What follows belongs to an exercise in optimizing a design on an open flow for a short achievable clock period and few clock cycles per item; a production flow would make more cautious choices.
In this exercise RTL edits were held to simulation tests only and were not proved equivalent to the original.
Power figures rest on the tool's default switching activity, not on a simulated workload.

the baseline:
==> flow/design.v (excerpt) <==
module muldiv_unit (
    input  logic                           clk,
    input  logic                           reset,
    input  logic                           req,
    input  muldiv_pkg::muldiv_req_t        req_data,
    output logic                           busy,
    output logic                           result_valid,
    output logic [rv_m_pkg::xlen-1:0]      result
);
    muldiv_pkg::muldiv_req_t        req_q;
    logic [rv_m_pkg::xlen-1:0]      mul_word;
    logic [rv_m_pkg::xlen-1:0]      pipe_result;
    muldiv_ctrl u_ctrl (
        .clk          (clk),
        .reset        (reset),
        .req          (req),
        .req_data     (req_data),
        .busy         (busy),
        .result_valid (result_valid),
        .result       (result),
        .req_q        (req_q),
        .pipe_result  (pipe_result)
    );
    mul_pipe u_mul (
        .clk    (clk),
        .op     (req_q.op),
        .a      (req_q.a),
        .b      (req_q.b),
        .result (mul_word)
    );
    div_pipe u_div (
        .clk      (clk),
        .op       (req_q.op),
        .dividend (req_q.a),
  ...
Size in the first run: about 17000 cells after synthesis, roughly 100 I/O pins, about 170000 um2 of cells after synthesis.
clock: 10.0 ns
lec_check: 0
abc_clock_period_in_ps: 2500
cap_margin: 20
core_margin: 2
core_utilization: 55
place_density: 0.72
slew_margin: 20
standard.sh (not shown) runs the stock make flow with config.mk's settings and CLKGATE_MAP_FILE= SYNTH_SCRIPT=/design/flow/synth_recipe.tcl, a recipe that flattens the netlist after the stock synthesis.
==> flow/flow/run.sh <==
#!/bin/bash
# The standard layout (standard.sh: ORFS synthesis to final layout, unchanged scripts and
# constraints), with ORFS's timing repair asked to leave setup slack beyond what the 10 ns
# clock needs, so that the achieved period comes out as short as repair can make it.
# ORFS writes each step's full log under orfs/logs; make's own output goes to standard_flow.log.
set -euo pipefail
bash standard.sh SETUP_SLACK_MARGIN=7 finish > standard_flow.log 2>&1
Testbench counts of the baseline, summed over its fixed seeds: cycles 2,600, ops 2,400.
#### Input delta (the candidate over the baseline)
--- a/flow/design.v
+++ b/flow/design.v
@@ -15,19 +15,19 @@
 endpackage
 `default_nettype wire
 `default_nettype none
 package muldiv_pkg;
     typedef struct packed {
         logic [2:0]                   op;   
         logic [31:0]                  a;
         logic [31:0]                  b;
     } muldiv_req_t;
-    localparam int unsigned pipe_depth = 23;
+    localparam int unsigned pipe_depth = 25;
 endpackage
 `default_nettype wire
 `timescale 1ns/1ps
 `default_nettype none
 module div_step_narrow #(
     parameter int unsigned W = 4
 ) (
     input  logic [W-1:0]  t,         
     input  logic [5:0]    d_low,     
@@ -60,20 +60,20 @@
     input  logic                           clk,
     input  logic [2:0]                     op,         
     input  logic [rv_m_pkg::xlen-1:0]      dividend,
     input  logic [rv_m_pkg::xlen-1:0]      divisor,
     input  logic [rv_m_pkg::xlen-1:0]      mul_word,   
     output logic [rv_m_pkg::xlen-1:0]      result      
 );
     localparam int unsigned N  = 32;
     localparam int unsigned KW = 4;    
-    localparam int unsigned K2 = 18;   
-    localparam int unsigned MUL_IN = KW + 6;   
+    localparam int unsigned K2 = 14;   
+    localparam int unsigned MUL_IN = KW + 8;   
     logic        sgn, a_neg, b_neg;
     logic [31:0] ma;
     logic        b_small;   
     logic [1:0]  bl;        
     logic        a_low0;    
     logic [1:0]  ta_pos, ta_neg, ta_negc;
     logic [3:0]  f_pos, f_neg, f_negc;
     logic [1:0]  q0, r0;
     assign sgn     = !op[0];   
@@ -280,39 +280,45 @@
     assign pp[33] = {31'd0, b_neg, 32'd0};
     logic [R1-1:0][63:0] l1;
     logic [R2-1:0][63:0] l2;
     logic [R3-1:0][63:0] l3, l3_q;
     logic [R4-1:0][63:0] l4;
     logic [R5-1:0][63:0] l5;
     logic [R6-1:0][63:0] l6, l6_q;
     logic [R7-1:0][63:0] l7;
     logic [R8-1:0][63:0] l8, l8_q;
-    logic                hi1, hi2, hi3;
+    logic                hi1, hi2, hi3, hi4;
     csa_level #(.N_IN(R0)) u_l1 (.rows_in(pp),   .rows_out(l1));
     csa_level #(.N_IN(R1)) u_l2 (.rows_in(l1),   .rows_out(l2));
     csa_level #(.N_IN(R2)) u_l3 (.rows_in(l2),   .rows_out(l3));
     csa_level #(.N_IN(R3)) u_l4 (.rows_in(l3_q), .rows_out(l4));
     csa_level #(.N_IN(R4)) u_l5 (.rows_in(l4),   .rows_out(l5));
     csa_level #(.N_IN(R5)) u_l6 (.rows_in(l5),   .rows_out(l6));
     csa_level #(.N_IN(R6)) u_l7 (.rows_in(l6_q), .rows_out(l7));
     csa_level #(.N_IN(R7)) u_l8 (.rows_in(l7),   .rows_out(l8));
     always_ff @(posedge clk) begin
         l3_q <= l3;
         hi1  <= (op != rv_m_pkg::op_mul);
         l6_q <= l6;
         hi2  <= hi1;
         l8_q <= l8;
         hi3  <= hi2;
     end
-    logic [63:0] prod;
-    assign prod = l8_q[0] + l8_q[1];
-    always_ff @(posedge clk)
-        result <= hi3 ? prod[63:32] : prod[31:0];
+    logic [32:0] lo_q;      
+    logic [31:0] hi0_q;     
+    logic [31:0] hi1_q;     
+    always_ff @(posedge clk) begin
+        lo_q   <= {1'b0, l8_q[0][31:0]} + {1'b0, l8_q[1][31:0]};
+        hi0_q  <= l8_q[0][63:32] + l8_q[1][63:32];
+        hi1_q  <= l8_q[0][63:32] + l8_q[1][63:32] + 32'd1;
+        hi4    <= hi3;
+        result <= !hi4 ? lo_q[31:0] : (lo_q[32] ? hi1_q : hi0_q);
+    end
 endmodule
 `default_nettype wire
 `timescale 1ns/1ps
 `default_nettype none
 module muldiv_ctrl (
     input  logic                           clk,
     input  logic                           reset,
     input  logic                           req,
     input  muldiv_pkg::muldiv_req_t        req_data,
For area taken by flip-flops and latches, dividing the value from the candidate by the value from the baseline gives 1.08.
Non-clock buffer count (the candidate over the baseline): increase, 93
On vias after detailed routing, the baseline beats the candidate.
Basic-gate share of the synthesized area counting and, or, nand and nor cells (the candidate over the baseline): decrease, 0.19 points
Xor-xnor portion of the synthesized cell area down 0.21 points in the candidate wrt the baseline
Going from the baseline to the candidate, the part of the total power dissipated in the clock network was found to have gone up by 0.6 points.
From the baseline to the candidate the numbers moved as follows: die width rose 11 um; flip-flop and latch count up 274.
The baseline → the candidate: number of antenna violations at the first check in global routing rose 11; portion of total power attributed to combinational logic -1.2 points.
Testbench counts of the candidate, summed over its fixed seeds: cycles 2,616, ops 2,400.

* * *

Another version of the RTL of muldiv_unit (not shown whole).
For scale: roughly 13000 cells after synthesis, roughly 100 I/O pins, ~140000 µm² of cells after synthesis.
==> module div_pipe, before the edit <==
module div_pipe (
    input  logic                           clk,
    input  logic [2:0]                     op,         
    input  logic [rv_m_pkg::xlen-1:0]      dividend,
    input  logic [rv_m_pkg::xlen-1:0]      divisor,
    input  logic [rv_m_pkg::xlen-1:0]      mul_word,   
    output logic [rv_m_pkg::xlen-1:0]      result      
);
    localparam int unsigned N  = 32;
    localparam int unsigned KW = 6;    
    localparam int unsigned K2 = 20;   
    localparam int unsigned MUL_IN = KW + 4;   
    logic        sgn, a_neg, b_neg;
    logic [31:0] ma;
    logic [1:0]  t0, q0, r0;
    logic        b_small;   
    logic [1:0]  bl;        
    assign sgn     = !op[0];   
    assign a_neg   = sgn && dividend[31];
    assign b_neg   = sgn && divisor[31];
    assign ma      = a_neg ? -dividend : dividend;
    assign b_small = b_neg ? (&divisor[31:2] && |divisor[1:0]) : !(|divisor[31:2]);
    assign bl      = b_neg ? -divisor[1:0] : divisor[1:0];
    assign t0      = ma[31:30];
    logic       b_lt16, b_lt64;
    logic [5:0] b6;
    assign b_lt16 = b_neg ? (&divisor[31:4] && |divisor[3:0]) : !(|divisor[31:4]);
    assign b_lt64 = b_neg ? (&divisor[31:6] && |divisor[5:0]) : !(|divisor[31:6]);
    assign b6     = b_neg ? -divisor[5:0] : divisor[5:0];
    always_comb begin
        if (!b_small) begin
            q0 = 2'd0;
            r0 = t0;
        end else if (bl == 2'd0) begin
            q0 = 2'd3;
            r0 = t0;
        end else begin
            q0 = t0 / bl;
            r0 = t0 % bl;
        end
    end
    logic [31:0] r_s    [2:N];
    logic [31:0] x_s    [2:N];
    logic [34:0] nd_s   [2:N];   
    logic [34:0] n3d_s  [KW:K2];  
    logic        selr_s [2:N];   
    logic        neg_s  [2:N];   
    logic        mul_s  [2:N];   
    logic [5:0]  dl_1;           
    logic [7:0]  d3l_1;          
    logic        lt16_1, lt64_1;
    always_ff @(posedge clk) begin
        r_s[2]    <= {30'd0, r0};
        x_s[2]    <= {ma[29:0], q0};
        nd_s[2]   <= b_neg ? {3'b111, divisor} : -{3'b000, divisor};
        dl_1      <= b6;
        selr_s[2] <= op[rv_m_pkg::op_div_bit] && op[1];
        neg_s[2]  <= op[rv_m_pkg::op_div_bit]
                     && (op[1] ? a_neg : ((a_neg ^ b_neg) && divisor != '0));
        mul_s[2]  <= !op[rv_m_pkg::op_div_bit];
        d3l_1     <= {2'b00, b6} + {1'b0, b6, 1'b0};
        lt16_1    <= b_lt16;
        lt64_1    <= b_lt64;
    end
    logic [1:0] q1, q2;
    logic [3:0] r1;
    logic [5:0] r2;
    div_step_narrow #(.W(4)) u_it1 (
        .t       ({r_s[2][1:0], x_s[2][31:30]}),
        .d_low   (dl_1),
        .d3_low  (d3l_1),
        .d_fits  (lt16_1),
        .q       (q1),
        .r       (r1)
    );
    div_step_narrow #(.W(6)) u_it2 (
        .t       ({r1, x_s[2][29:28]}),
        .d_low   (dl_1),
        .d3_low  (d3l_1),
        .d_fits  (lt64_1),
        .q       (q2),
        .r       (r2)
    );
    always_ff @(posedge clk) begin
        r_s[KW]    <= {26'd0, r2};
        x_s[KW]    <= {x_s[2][27:0], q1, q2};
        nd_s[KW]   <= nd_s[2];
        n3d_s[KW]  <= nd_s[2] + {nd_s[2][33:0], 1'b0};
        selr_s[KW] <= selr_s[2];
        neg_s[KW]  <= neg_s[2];
        mul_s[KW]  <= mul_s[2];
    end
    for (genvar k = KW; k < K2; k += 2) begin : g_r4
        localparam logic [31:0] RMASK = (32'h1 << (k + 2)) - 1;
        logic [33:0] t;
        logic [34:0] s1, s2, s3;
        logic [31:0] r_n;
        logic [31:0] x_n;
        logic [1:0]  q;
        assign t  = {r_s[k], x_s[k][31:30]};
        assign s1 = {1'b0, t} + nd_s[k];
        assign s2 = {1'b0, t} + {nd_s[k][33:0], 1'b0};
        assign s3 = {1'b0, t} + n3d_s[k];
        always_comb begin
            if (!s3[34]) begin
                q   = 2'd3;
                r_n = s3[31:0];
            end else if (!s2[34]) begin
                q   = 2'd2;
                r_n = s2[31:0];
            end else if (!s1[34]) begin
                q   = 2'd1;
                r_n = s1[31:0];
            end else begin
                q   = 2'd0;
                r_n = t[31:0];
            end
        end
        if (k + 2 == MUL_IN) begin : g_mul_in
            assign x_n = mul_s[k] ? mul_word : {x_s[k][29:0], q};
        end else if (k + 2 > MUL_IN) begin : g_mul_hold
            assign x_n = mul_s[k] ? x_s[k] : {x_s[k][29:0], q};
        end else begin : g_div_only
            assign x_n = {x_s[k][29:0], q};
        end
        always_ff @(posedge clk) begin
            r_s[k+2]    <= r_n & RMASK;
            x_s[k+2]    <= x_n;
            nd_s[k+2]   <= nd_s[k];
            if (k + 2 < K2)
                n3d_s[k+2] <= n3d_s[k];
            selr_s[k+2] <= selr_s[k];
            neg_s[k+2]  <= neg_s[k];
            mul_s[k+2]  <= mul_s[k];
        end
    end
    for (genvar k = K2; k < N; k++) begin : g_r2
        localparam logic [31:0] RMASK = (k + 1 >= 32) ? 32'hFFFF_FFFF : ((32'h1 << (k + 1)) - 1);
        logic [32:0] t;
        logic [34:0] s;
        logic        q;
        logic [31:0] r_n;
        logic [31:0] x_n;
        assign t   = {r_s[k], x_s[k][31]};
        assign s   = {2'b00, t} + nd_s[k];   
        assign q   = !s[34];
        assign r_n = q ? s[31:0] : t[31:0];
        assign x_n = mul_s[k] ? x_s[k] : {x_s[k][30:0], q};
        always_ff @(posedge clk) begin
            r_s[k+1]    <= r_n & RMASK;
            x_s[k+1]    <= x_n;
            nd_s[k+1]   <= nd_s[k];
            selr_s[k+1] <= selr_s[k];
            neg_s[k+1]  <= neg_s[k];
            mul_s[k+1]  <= mul_s[k];
        end
    end
    logic [31:0] mag;
    assign mag    = selr_s[N] ? r_s[N] : x_s[N];
    assign result = (mag ^ {32{neg_s[N]}}) + {31'd0, neg_s[N]};
endmodule
==> flow/config.mk <==
export PLATFORM = sky130hd
export DESIGN_NAME = muldiv_unit
export DESIGN_NICKNAME = muldiv_unit
export VERILOG_FILES = /design/flow/design.v
export SDC_FILE = /design/flow/constraint.sdc
export NUM_CORES = 4
export LEC_CHECK = 0
export ABC_CLOCK_PERIOD_IN_PS = 2500
export CAP_MARGIN = 20
export CORE_MARGIN = 2
export CORE_UTILIZATION = 55
export PLACE_DENSITY = 0.72
export SLEW_MARGIN = 20
==> flow/constraint.sdc <==
create_clock -name core_clock -period 10.0 [get_ports {clk}]
set_input_delay 2.0000 -clock core_clock [delete_from_list [all_inputs] [get_ports {clk}]]
set_output_delay 2.0000 -clock core_clock [all_outputs]
set_load 0.01 [all_outputs]
Scripts as last shown in full above: flow/flow/run.sh
Testbench counts at the start, summed over its fixed seeds: cycles 2,584, ops 2,400.
Change:
--- a/flow/design.v
+++ b/flow/design.v
@@ -21,7 +21,7 @@
         logic [31:0]                  a;
         logic [31:0]                  b;
     } muldiv_req_t;
-    localparam int unsigned pipe_depth = 21;
+    localparam int unsigned pipe_depth = 22;
 endpackage
 `default_nettype wire
 `timescale 1ns/1ps
@@ -65,7 +65,7 @@
     output logic [rv_m_pkg::xlen-1:0]      result      
 );
     localparam int unsigned N  = 32;
-    localparam int unsigned KW = 6;    
+    localparam int unsigned KW = 4;    
     localparam int unsigned K2 = 20;   
     localparam int unsigned MUL_IN = KW + 4;   
     logic        sgn, a_neg, b_neg;
@@ -80,11 +80,10 @@
     assign b_small = b_neg ? (&divisor[31:2] && |divisor[1:0]) : !(|divisor[31:2]);
     assign bl      = b_neg ? -divisor[1:0] : divisor[1:0];
     assign t0      = ma[31:30];
-    logic       b_lt16, b_lt64;
+    logic       b_lt16;
     logic [5:0] b6;
     assign b_lt16 = b_neg ? (&divisor[31:4] && |divisor[3:0]) : !(|divisor[31:4]);
-    assign b_lt64 = b_neg ? (&divisor[31:6] && |divisor[5:0]) : !(|divisor[31:6]);
-    assign b6     = b_neg ? -divisor[5:0] : divisor[5:0];
+    assign b6     = {2'b00, b_neg ? -divisor[3:0] : divisor[3:0]};
     always_comb begin
         if (!b_small) begin
             q0 = 2'd0;
@@ -106,7 +105,7 @@
     logic        mul_s  [2:N];   
     logic [5:0]  dl_1;           
     logic [7:0]  d3l_1;          
-    logic        lt16_1, lt64_1;
+    logic        lt16_1;
     always_ff @(posedge clk) begin
         r_s[2]    <= {30'd0, r0};
         x_s[2]    <= {ma[29:0], q0};
@@ -118,11 +117,9 @@
         mul_s[2]  <= !op[rv_m_pkg::op_div_bit];
         d3l_1     <= {2'b00, b6} + {1'b0, b6, 1'b0};
         lt16_1    <= b_lt16;
-        lt64_1    <= b_lt64;
     end
-    logic [1:0] q1, q2;
+    logic [1:0] q1;
     logic [3:0] r1;
-    logic [5:0] r2;
     div_step_narrow #(.W(4)) u_it1 (
         .t       ({r_s[2][1:0], x_s[2][31:30]}),
         .d_low   (dl_1),
@@ -131,17 +128,9 @@
         .q       (q1),
         .r       (r1)
     );
-    div_step_narrow #(.W(6)) u_it2 (
-        .t       ({r1, x_s[2][29:28]}),
-        .d_low   (dl_1),
-        .d3_low  (d3l_1),
-        .d_fits  (lt64_1),
-        .q       (q2),
-        .r       (r2)
-    );
     always_ff @(posedge clk) begin
-        r_s[KW]    <= {26'd0, r2};
-        x_s[KW]    <= {x_s[2][27:0], q1, q2};
+        r_s[KW]    <= {28'd0, r1};
+        x_s[KW]    <= {x_s[2][29:0], q1};
         nd_s[KW]   <= nd_s[2];
         n3d_s[KW]  <= nd_s[2] + {nd_s[2][33:0], 1'b0};
         selr_s[KW] <= selr_s[2];
Result: The new run finished with timing, DRC and antenna clean. Routed wire length drops by 1.3%. Global-route usage came out lower by 0.71 points. Area after synthesis is higher by 1.7%. Power hardly moves. Clock-buffer cell count rises by 18. Hold slack gets better by 0.026 ns.
Testbench counts after the change, summed over its fixed seeds: cycles 2,592, ops 2,400.

## port drivers added, routing unchanged
In the flow no input, the clock included, has a driving cell. The finished layouts below were timed again as built, in two steps. Step 1 (the two cells are an assumption about what drives the block):
set clk [get_ports {clk}]
set_driving_cell -lib_cell sky130_fd_sc_hd__clkbuf_16 $clk
set_driving_cell -lib_cell sky130_fd_sc_hd__buf_2 [delete_from_list [all_inputs] $clk]
Step 2 moves the port delays by t, midway between the first and last clock arrival at a register: inputs arrive t later, outputs are due t later. That takes back most of the time a late clock gives input paths. Slacks: ideal / step 1 / step 2; pairs: ideal / step 1.
| run | t (ns) | setup slack, ns | pins driven straight from the clock port |
|---|---|---|---|
| the baseline | 1.023 | 6.574 / 6.527 / 6.574 | 1 |
| the candidate | 1.054 | 6.548 / 6.489 / 6.548 | 1 |
| the first run of note 2 | 1.024 | 6.367 / 6.348 / 6.367 | 1 |
| the second run of note 2 | 0.940 | 6.374 / 6.374 / 6.374 | 1 |
After both steps every run listed still meets setup and hold.
